From an optimization exercise on the open Yosys and OpenROAD flow, aimed at small area and a short achievable clock period; shortcuts taken in it are not production practice.
RTL that was checked went through simulation tests only; none was proved equivalent to the original.
Power is estimated from default activity; no workload was simulated.

==> flow/design.v (excerpt) <==
module rx_dma_packetizer #(
    parameter int FIFO_DEPTH    = 64,
    parameter int FRAME_SAMPLES = 256
) (
    input  logic        clk,
    input  logic        rst,
    input  logic        enable,
    input  logic        s_valid,
    input  logic [15:0] s_i,
    input  logic [15:0] s_q,
    output logic        m_axis_valid,
    input  logic        m_axis_ready,
    output logic [7:0]  m_axis_data,
    output logic        m_axis_last,
    output logic        overflow,
    output logic [15:0] drop_count,
    input  logic        clear_status
);
Size in the first run: about 2100 flip-flops, roughly 65 I/O pins, ~82000 um^2 of cells after synthesis.
==> module rx_dma_packetizer, before the edit <==
module rx_dma_packetizer #(
    parameter int FIFO_DEPTH    = 64,
    parameter int FRAME_SAMPLES = 256
) (
    input  logic        clk,
    input  logic        rst,
    input  logic        enable,
    input  logic        s_valid,
    input  logic [15:0] s_i,
    input  logic [15:0] s_q,
    output logic        m_axis_valid,
    input  logic        m_axis_ready,
    output logic [7:0]  m_axis_data,
    output logic        m_axis_last,
    output logic        overflow,
    output logic [15:0] drop_count,
    input  logic        clear_status
);
    localparam logic [1:0] c_ST_IDLE = 2'd0;
    localparam logic [1:0] c_ST_RUN  = 2'd1;
    localparam logic [1:0] c_ST_PAD  = 2'd2;
    logic [1:0]  r_state;
    logic [7:0]  r_wr_pos;       
    logic [7:0]  r_rd_pos;       
    logic [31:0] r_mem [0:63];
    logic        r_valid;
    logic [1:0]  r_byte_idx;
    logic [31:0] r_hold;
    logic        r_last;
    logic        r_overflow;
    logic [15:0] r_drop_count;
    wire w_lo_eq   = (r_wr_pos[5:0] == r_rd_pos[5:0]);
    wire w_hi_eq   = (r_wr_pos[7:6] == r_rd_pos[7:6]);
    wire w_full    = w_lo_eq && !w_hi_eq;
    wire w_empty   = w_lo_eq && w_hi_eq;
    wire w_run     = (r_state == c_ST_RUN);
    wire w_in_pad  = (r_state == c_ST_PAD);
    wire w_run_acc = w_run && enable;
    wire w_frame_last = (r_wr_pos == 8'hFF);
    wire w_pad_write  = w_in_pad && !w_full;
    wire w_push    = (w_run_acc && s_valid && !w_full) || w_pad_write;
    wire w_drop    = w_run_acc && s_valid && w_full;
    wire w_hs      = r_valid && m_axis_ready;
    wire w_pop     = !w_empty && (!r_valid || (w_hs && (r_byte_idx == 2'd3)));
    always_ff @(posedge clk) begin
        if (rst) begin
            r_state <= c_ST_IDLE;
        end else begin
            case (r_state)
                c_ST_IDLE: if (enable) r_state <= c_ST_RUN;
                c_ST_RUN:  if (!enable) r_state <= (r_wr_pos == 8'd0) ? c_ST_IDLE : c_ST_PAD;
                c_ST_PAD:  if (w_pad_write && w_frame_last) r_state <= c_ST_IDLE;
                default:   r_state <= c_ST_IDLE;
            endcase
        end
    end
    always_ff @(posedge clk) begin
        if (!w_full) begin
            r_mem[r_wr_pos[5:0]] <= w_in_pad ? 32'd0 : {s_q, s_i};
        end
    end
    always_ff @(posedge clk) begin
        if (rst) begin
            r_wr_pos <= '0;
            r_rd_pos <= '0;
        end else begin
            if (w_push) r_wr_pos <= r_wr_pos + 8'd1;
            if (w_pop)  r_rd_pos <= r_rd_pos + 8'd1;
        end
    end
    always_ff @(posedge clk) begin
        if (rst) begin
            r_valid    <= 1'b0;
            r_byte_idx <= 2'd0;
        end else begin
            if (w_pop)
                r_valid <= 1'b1;
            else if (w_hs && (r_byte_idx == 2'd3))
                r_valid <= 1'b0;
            if (w_hs)
                r_byte_idx <= r_byte_idx + 2'd1;
        end
    end
    always_ff @(posedge clk) begin
        if (w_pop) begin
            r_hold <= r_mem[r_rd_pos[5:0]];
            r_last <= (r_rd_pos == 8'hFF);
        end
    end
    always_comb begin
        case (r_byte_idx)
            2'd0:    m_axis_data = r_hold[7:0];
            2'd1:    m_axis_data = r_hold[15:8];
            2'd2:    m_axis_data = r_hold[23:16];
            default: m_axis_data = r_hold[31:24];
        endcase
    end
    assign m_axis_last  = r_last && (r_byte_idx == 2'd3);
    assign m_axis_valid = r_valid;
    always_ff @(posedge clk) begin
        if (rst) begin
            r_overflow   <= 1'b0;
            r_drop_count <= 16'd0;
        end else if (w_drop) begin
            r_overflow   <= 1'b1;
            r_drop_count <= clear_status ? 16'd1 :
                            (&r_drop_count) ? r_drop_count : r_drop_count + 16'd1;
        end else if (clear_status) begin
            r_overflow   <= 1'b0;
            r_drop_count <= 16'd0;
        end
    end
    assign overflow   = r_overflow;
    assign drop_count = r_drop_count;
endmodule
Settings: LEC_CHECK=0, CAP_MARGIN=20, CORE_MARGIN=2, CORE_UTILIZATION=45, SLEW_MARGIN=20; clock period 5.0 ns.
run.sh (not shown) runs the stock make flow with config.mk's settings and CLKGATE_MAP_FILE= SYNTH_SCRIPT=/design/flow/synth_recipe.tcl, a recipe that flattens the netlist after the stock synthesis.
==> next run, changes <==
--- a/flow/design.v
+++ b/flow/design.v
@@ -24,25 +24,25 @@
     logic [7:0]  r_wr_pos;       
     logic [7:0]  r_rd_pos;       
     logic [31:0] r_mem [0:63];
     logic        r_valid;
     logic [1:0]  r_byte_idx;
-    logic [31:0] r_hold;
+    logic [7:0]  r_data;
+    logic [23:0] r_hold;
     logic        r_last;
     logic        r_overflow;
     logic [15:0] r_drop_count;
     wire w_lo_eq   = (r_wr_pos[5:0] == r_rd_pos[5:0]);
     wire w_hi_eq   = (r_wr_pos[7:6] == r_rd_pos[7:6]);
     wire w_full    = w_lo_eq && !w_hi_eq;
     wire w_empty   = w_lo_eq && w_hi_eq;
-    wire w_run     = (r_state == c_ST_RUN);
-    wire w_in_pad  = (r_state == c_ST_PAD);
-    wire w_run_acc = w_run && enable;
+    wire w_run_acc    = (r_state == c_ST_RUN) && enable;
+    wire w_in_pad     = (r_state == c_ST_PAD);
     wire w_frame_last = (r_wr_pos == 8'hFF);
     wire w_pad_write  = w_in_pad && !w_full;
-    wire w_push    = (w_run_acc && s_valid && !w_full) || w_pad_write;
-    wire w_drop    = w_run_acc && s_valid && w_full;
+    wire w_push       = (w_run_acc && s_valid && !w_full) || w_pad_write;
+    wire w_drop       = w_run_acc && s_valid && w_full;
     wire w_hs      = r_valid && m_axis_ready;
     wire w_pop     = !w_empty && (!r_valid || (w_hs && (r_byte_idx == 2'd3)));
     always_ff @(posedge clk) begin
         if (rst) begin
             r_state <= c_ST_IDLE;
@@ -53,13 +53,26 @@
                 c_ST_PAD:  if (w_pad_write && w_frame_last) r_state <= c_ST_IDLE;
                 default:   r_state <= c_ST_IDLE;
             endcase
         end
     end
+    logic [63:0] w_wr_sel;
+    logic [63:0] w_rd_sel;
+    logic [31:0] w_wr_data;
+    logic [31:0] w_rd_data;
+    assign w_wr_sel  = 64'd1 << r_wr_pos[5:0];
+    assign w_rd_sel  = 64'd1 << r_rd_pos[5:0];
+    assign w_wr_data = w_in_pad ? 32'd0 : {s_q, s_i};
     always_ff @(posedge clk) begin
-        if (!w_full) begin
-            r_mem[r_wr_pos[5:0]] <= w_in_pad ? 32'd0 : {s_q, s_i};
+        for (int k = 0; k < 64; k++) begin
+            if (w_wr_sel[k] && !w_full) r_mem[k] <= w_wr_data;
+        end
+    end
+    always_comb begin
+        w_rd_data = '0;
+        for (int k = 0; k < 64; k++) begin
+            w_rd_data = w_rd_data | ({32{w_rd_sel[k]}} & r_mem[k]);
         end
     end
     always_ff @(posedge clk) begin
         if (rst) begin
             r_wr_pos <= '0;
@@ -71,34 +84,36 @@
     end
     always_ff @(posedge clk) begin
         if (rst) begin
             r_valid    <= 1'b0;
             r_byte_idx <= 2'd0;
+            r_last     <= 1'b0;
         end else begin
             if (w_pop)
                 r_valid <= 1'b1;
             else if (w_hs && (r_byte_idx == 2'd3))
                 r_valid <= 1'b0;
-            if (w_hs)
+            if (w_hs) begin
                 r_byte_idx <= r_byte_idx + 2'd1;
+                r_last     <= (r_byte_idx == 2'd2) && (r_rd_pos == 8'd0);
+            end
         end
     end
     always_ff @(posedge clk) begin
         if (w_pop) begin
-            r_hold <= r_mem[r_rd_pos[5:0]];
-            r_last <= (r_rd_pos == 8'hFF);
+            r_data <= w_rd_data[7:0];
+            r_hold <= w_rd_data[31:8];
+        end else if (w_hs) begin
+            case (r_byte_idx)
+                2'd0:    r_data <= r_hold[7:0];
+                2'd1:    r_data <= r_hold[15:8];
+                default: r_data <= r_hold[23:16];
+            endcase
         end
     end
-    always_comb begin
-        case (r_byte_idx)
-            2'd0:    m_axis_data = r_hold[7:0];
-            2'd1:    m_axis_data = r_hold[15:8];
-            2'd2:    m_axis_data = r_hold[23:16];
-            default: m_axis_data = r_hold[31:24];
-        endcase
-    end
-    assign m_axis_last  = r_last && (r_byte_idx == 2'd3);
+    assign m_axis_data  = r_data;
+    assign m_axis_last  = r_last;
     assign m_axis_valid = r_valid;
     always_ff @(posedge clk) begin
         if (rst) begin
             r_overflow   <= 1'b0;
             r_drop_count <= 16'd0;
The changed run ran to the end with no violations.
Maximum frequency came out lower by a few percent.
Final area falls slightly.
Flip-flop and latch count does not change.
Die area went down by a few percent.
Utilization goes up by 1.3 points.
Total power is lower slightly.
Function was not checked in any run of this note: the RTL went through the layout flow alone.

---

## north
The RTL this note starts from:
==> flow/design.v <==
`default_nettype none
module rx_dma_packetizer #(
    parameter int FIFO_DEPTH    = 64,
    parameter int FRAME_SAMPLES = 256
) (
    input  logic        clk,
    input  logic        rst,
    input  logic        enable,
    input  logic        s_valid,
    input  logic [15:0] s_i,
    input  logic [15:0] s_q,
    output logic        m_axis_valid,
    input  logic        m_axis_ready,
    output logic [7:0]  m_axis_data,
    output logic        m_axis_last,
    output logic        overflow,
    output logic [15:0] drop_count,
    input  logic        clear_status
);
    localparam logic [1:0] c_ST_IDLE = 2'd0;
    localparam logic [1:0] c_ST_RUN  = 2'd1;
    localparam logic [1:0] c_ST_PAD  = 2'd2;
    logic [1:0]  r_state;
    logic [7:0]  r_wr_pos;       
    logic [7:0]  r_rd_pos;       
    logic [31:0] r_mem [0:63];
    logic        r_valid;
    logic [1:0]  r_byte_idx;
    logic [7:0]  r_data;
    logic [31:0] r_hold;
    logic        r_last;
    logic        r_overflow;
    logic [15:0] r_drop_count;
    wire w_lo_eq   = (r_wr_pos[5:0] == r_rd_pos[5:0]);
    wire w_hi_eq   = (r_wr_pos[7:6] == r_rd_pos[7:6]);
    logic r_full;                
    wire w_full    = r_full;
    wire w_empty   = w_lo_eq && w_hi_eq;
    wire w_run_acc    = (r_state == c_ST_RUN) && enable;
    wire w_in_pad     = (r_state == c_ST_PAD);
    wire w_frame_last = (r_wr_pos == 8'hFF);
    wire w_pad_write  = w_in_pad && !w_full;
    wire w_push       = (w_run_acc && s_valid && !w_full) || w_pad_write;
    wire w_drop       = w_run_acc && s_valid && w_full;
    wire w_hs      = r_valid && m_axis_ready;
    wire w_pop     = !w_empty && (!r_valid || (w_hs && (r_byte_idx == 2'd3)));
    always_ff @(posedge clk) begin
        if (rst) begin
            r_state <= c_ST_IDLE;
        end else begin
            case (r_state)
                c_ST_IDLE: if (enable) r_state <= c_ST_RUN;
                c_ST_RUN:  if (!enable) r_state <= (r_wr_pos == 8'd0) ? c_ST_IDLE : c_ST_PAD;
                c_ST_PAD:  if (w_pad_write && w_frame_last) r_state <= c_ST_IDLE;
                default:   r_state <= c_ST_IDLE;
            endcase
        end
    end
    logic [63:0] w_wr_sel;
    logic [63:0] w_rd_sel;
    logic [63:0] r_rd_sel;       
    logic [7:0]  r_wr_lo;        
    logic [7:0]  r_wr_hi;        
    logic [7:0]  r_wr_hen;       
    logic [31:0] w_wr_data;
    logic [31:0] w_rd_data;
    always_comb begin
        for (int k = 0; k < 64; k++) begin
            w_wr_sel[k] = r_wr_lo[k % 8] && r_wr_hen[k / 8];
        end
    end
    assign w_rd_sel  = r_rd_sel;
    assign w_wr_data = w_in_pad ? 32'd0 : {s_q, s_i};
    always_ff @(posedge clk) begin
        for (int k = 0; k < 64; k++) begin
            if (w_wr_sel[k]) r_mem[k] <= w_wr_data;
        end
    end
    always_comb begin
        w_rd_data = '0;
        for (int k = 0; k < 64; k++) begin
            w_rd_data = w_rd_data | ({32{w_rd_sel[k]}} & r_mem[k]);
        end
    end
    always_ff @(posedge clk) begin
        if (rst) begin
            r_wr_pos <= '0;
            r_rd_pos <= '0;
        end else begin
            if (w_push) r_wr_pos <= r_wr_pos + 8'd1;
            if (w_pop)  r_rd_pos <= r_rd_pos + 8'd1;
        end
    end
    wire w_count_63 = ((r_wr_pos + 8'd1 - r_rd_pos) == 8'd64);
    wire w_full_next = w_pop ? 1'b0 : (w_push ? w_count_63 : r_full);
    wire [7:0] w_wr_hi_next = (w_push && r_wr_lo[7]) ? {r_wr_hi[6:0], r_wr_hi[7]} : r_wr_hi;
    always_ff @(posedge clk) begin
        if (rst) begin
            r_full   <= 1'b0;
            r_wr_lo  <= 8'd1;
            r_wr_hi  <= 8'd1;
            r_wr_hen <= 8'd1;
        end else begin
            r_full   <= w_full_next;
            r_wr_hi  <= w_wr_hi_next;
            r_wr_hen <= w_wr_hi_next & {8{!w_full_next}};
            if (w_push) r_wr_lo <= {r_wr_lo[6:0], r_wr_lo[7]};
        end
    end
    always_ff @(posedge clk) begin
        if (rst) begin
            r_rd_sel <= 64'd1;
        end else if (w_pop) begin
            r_rd_sel <= {r_rd_sel[62:0], r_rd_sel[63]};
        end
    end
    always_ff @(posedge clk) begin
        if (rst) begin
            r_valid    <= 1'b0;
            r_byte_idx <= 2'd0;
            r_last     <= 1'b0;
        end else begin
            if (w_pop)
                r_valid <= 1'b1;
            else if (w_hs && (r_byte_idx == 2'd3))
                r_valid <= 1'b0;
            if (w_hs) begin
                r_byte_idx <= r_byte_idx + 2'd1;
                r_last     <= (r_byte_idx == 2'd2) && (r_rd_pos == 8'd0);
            end
        end
    end
    wire [1:0] w_idx_next = r_byte_idx + {1'b0, w_hs};
    logic [7:0] w_hold_byte;
    always_comb begin
        case (w_idx_next)
            2'd0:    w_hold_byte = r_hold[7:0];
            2'd1:    w_hold_byte = r_hold[15:8];
            2'd2:    w_hold_byte = r_hold[23:16];
            default: w_hold_byte = r_hold[31:24];
        endcase
    end
    always_ff @(posedge clk) begin
        r_data <= w_pop ? w_rd_data[7:0] : w_hold_byte;
        if (w_pop) begin
            r_hold <= w_rd_data;
        end
    end
    assign m_axis_data  = r_data;
    assign m_axis_last  = r_last;
    assign m_axis_valid = r_valid;
    always_ff @(posedge clk) begin
        if (rst) begin
            r_overflow   <= 1'b0;
            r_drop_count <= 16'd0;
        end else if (w_drop) begin
            r_overflow   <= 1'b1;
            r_drop_count <= clear_status ? 16'd1 :
                            (&r_drop_count) ? r_drop_count : r_drop_count + 16'd1;
        end else if (clear_status) begin
            r_overflow   <= 1'b0;
            r_drop_count <= 16'd0;
        end
    end
    assign overflow   = r_overflow;
    assign drop_count = r_drop_count;
endmodule
`default_nettype wire
export LEC_CHECK = 0
export CAP_MARGIN = 20
export CORE_MARGIN = 2
export CORE_UTILIZATION = 45
export CTS_BUF_LIST = sky130_fd_sc_hd__clkbuf_8
export CTS_CLUSTER_DIAMETER = 60
export CTS_CLUSTER_SIZE = 16
export SETUP_SLACK_MARGIN = 2.5
export SLEW_MARGIN = 20
export TNS_END_PERCENT = 20
export BUFFER_PORTS_ARGS = -buffer_cell sky130_fd_sc_hd__buf_4
create_clock -name core_clock -period 5.0 [get_ports {clk}]
standard.sh (not shown) runs the stock make flow with config.mk's settings and CLKGATE_MAP_FILE= SYNTH_SCRIPT=/design/flow/synth_recipe.tcl, a recipe that flattens the netlist after the stock synthesis.
==> flow/flow/run.sh <==
#!/bin/bash
set -o pipefail
cp standard.sh standard.sh.orig.log
cp config.mk config.mk.orig.log
echo 'export BUFFER_PORTS_ARGS = -buffer_cell sky130_fd_sc_hd__buf_4' >> config.mk
bash standard.sh > standard.log 2>&1
#### Input delta (south over north)
--- a/flow/design.v
+++ b/flow/design.v
@@ -58,18 +58,12 @@
     end
     logic [63:0] w_wr_sel;
     logic [63:0] w_rd_sel;
     logic [63:0] r_rd_sel;       
-    logic [7:0]  r_wr_lo;        
-    logic [7:0]  r_wr_hi;        
-    logic [7:0]  r_wr_hen;       
+    logic [63:0] r_wr_sel;       
     logic [31:0] w_wr_data;
     logic [31:0] w_rd_data;
-    always_comb begin
-        for (int k = 0; k < 64; k++) begin
-            w_wr_sel[k] = r_wr_lo[k % 8] && r_wr_hen[k / 8];
-        end
-    end
+    assign w_wr_sel = r_wr_sel & {64{!r_full}};
     assign w_rd_sel  = r_rd_sel;
     assign w_wr_data = w_in_pad ? 32'd0 : {s_q, s_i};
     always_ff @(posedge clk) begin
         for (int k = 0; k < 64; k++) begin
@@ -92,20 +86,15 @@
         end
     end
     wire w_count_63 = ((r_wr_pos + 8'd1 - r_rd_pos) == 8'd64);
     wire w_full_next = w_pop ? 1'b0 : (w_push ? w_count_63 : r_full);
-    wire [7:0] w_wr_hi_next = (w_push && r_wr_lo[7]) ? {r_wr_hi[6:0], r_wr_hi[7]} : r_wr_hi;
     always_ff @(posedge clk) begin
         if (rst) begin
             r_full   <= 1'b0;
-            r_wr_lo  <= 8'd1;
-            r_wr_hi  <= 8'd1;
-            r_wr_hen <= 8'd1;
+            r_wr_sel <= 64'd1;
         end else begin
             r_full   <= w_full_next;
-            r_wr_hi  <= w_wr_hi_next;
-            r_wr_hen <= w_wr_hi_next & {8{!w_full_next}};
-            if (w_push) r_wr_lo <= {r_wr_lo[6:0], r_wr_lo[7]};
+            if (w_push) r_wr_sel <= {r_wr_sel[62:0], r_wr_sel[63]};
         end
     end
     always_ff @(posedge clk) begin
         if (rst) begin
## What came out
- Changes observed in south relative to north: sequential cell power held steady; cell area after layout grew by 3300 um^2; global-route usage grew by 0.51 points.
- Looking only at final cycle utilization of the critical path, and setting everything else aside, the lower value of north and south goes to north.
- The floorplan die area number comes out higher for south vs north.
- After detailed routing, north needs less wire than south.
- south vs north: number of unique standard cell types used by synthesis up in south
- Final worst slack, north and south, higher one = north.
- south: number of nets in the finished design is 232 higher than what north reported.
- Against north, south comes in 1 higher on critical path depth.
- [south] depth of the most critical reg-to-reg path rose 1 relative to north
The RTL of south was laid out without a check of its function.

==> separate check: timing with driven ports <==
In the flow no input, the clock included, has a driving cell. The finished layouts below were timed again as built, in two steps. Step 1, drivers: a clkbuf_16 drives clk and a buf_2 each remaining input, both assumed. Step 2 adds t to the input delays and takes it off the output delays; t is the mean of the earliest and latest rising clock arrival at the registers after step 1. Input paths then give back, and output paths get back, about the clock's delay inside the block. a / b / c = ideal ports / drivers / drivers and shift; a / b = the first two.
run	t (ns)	slack for setup (ns)	worst register clock-pin slew, ns	worst slew at a driven data input, ns	pins driven straight from the clock port
the first run of note 1	0.929	0.716 / 0.626 / 1.060	0.07 / 0.07	0.06	1
the second run of note 1	0.945	0.483 / 0.483 / 0.483	0.07 / 0.07	0.09	1
north	1.013	2.363 / 2.359 / 2.237	0.11 / 0.11	0.08	1
south	1.048	2.227 / 2.227 / 1.868	0.11 / 0.11	0.08	1
After both steps every run listed still meets setup and hold. The setup slack of south, which loses most, moves by 0.000 ns with the drivers and by -0.359 ns with both steps.
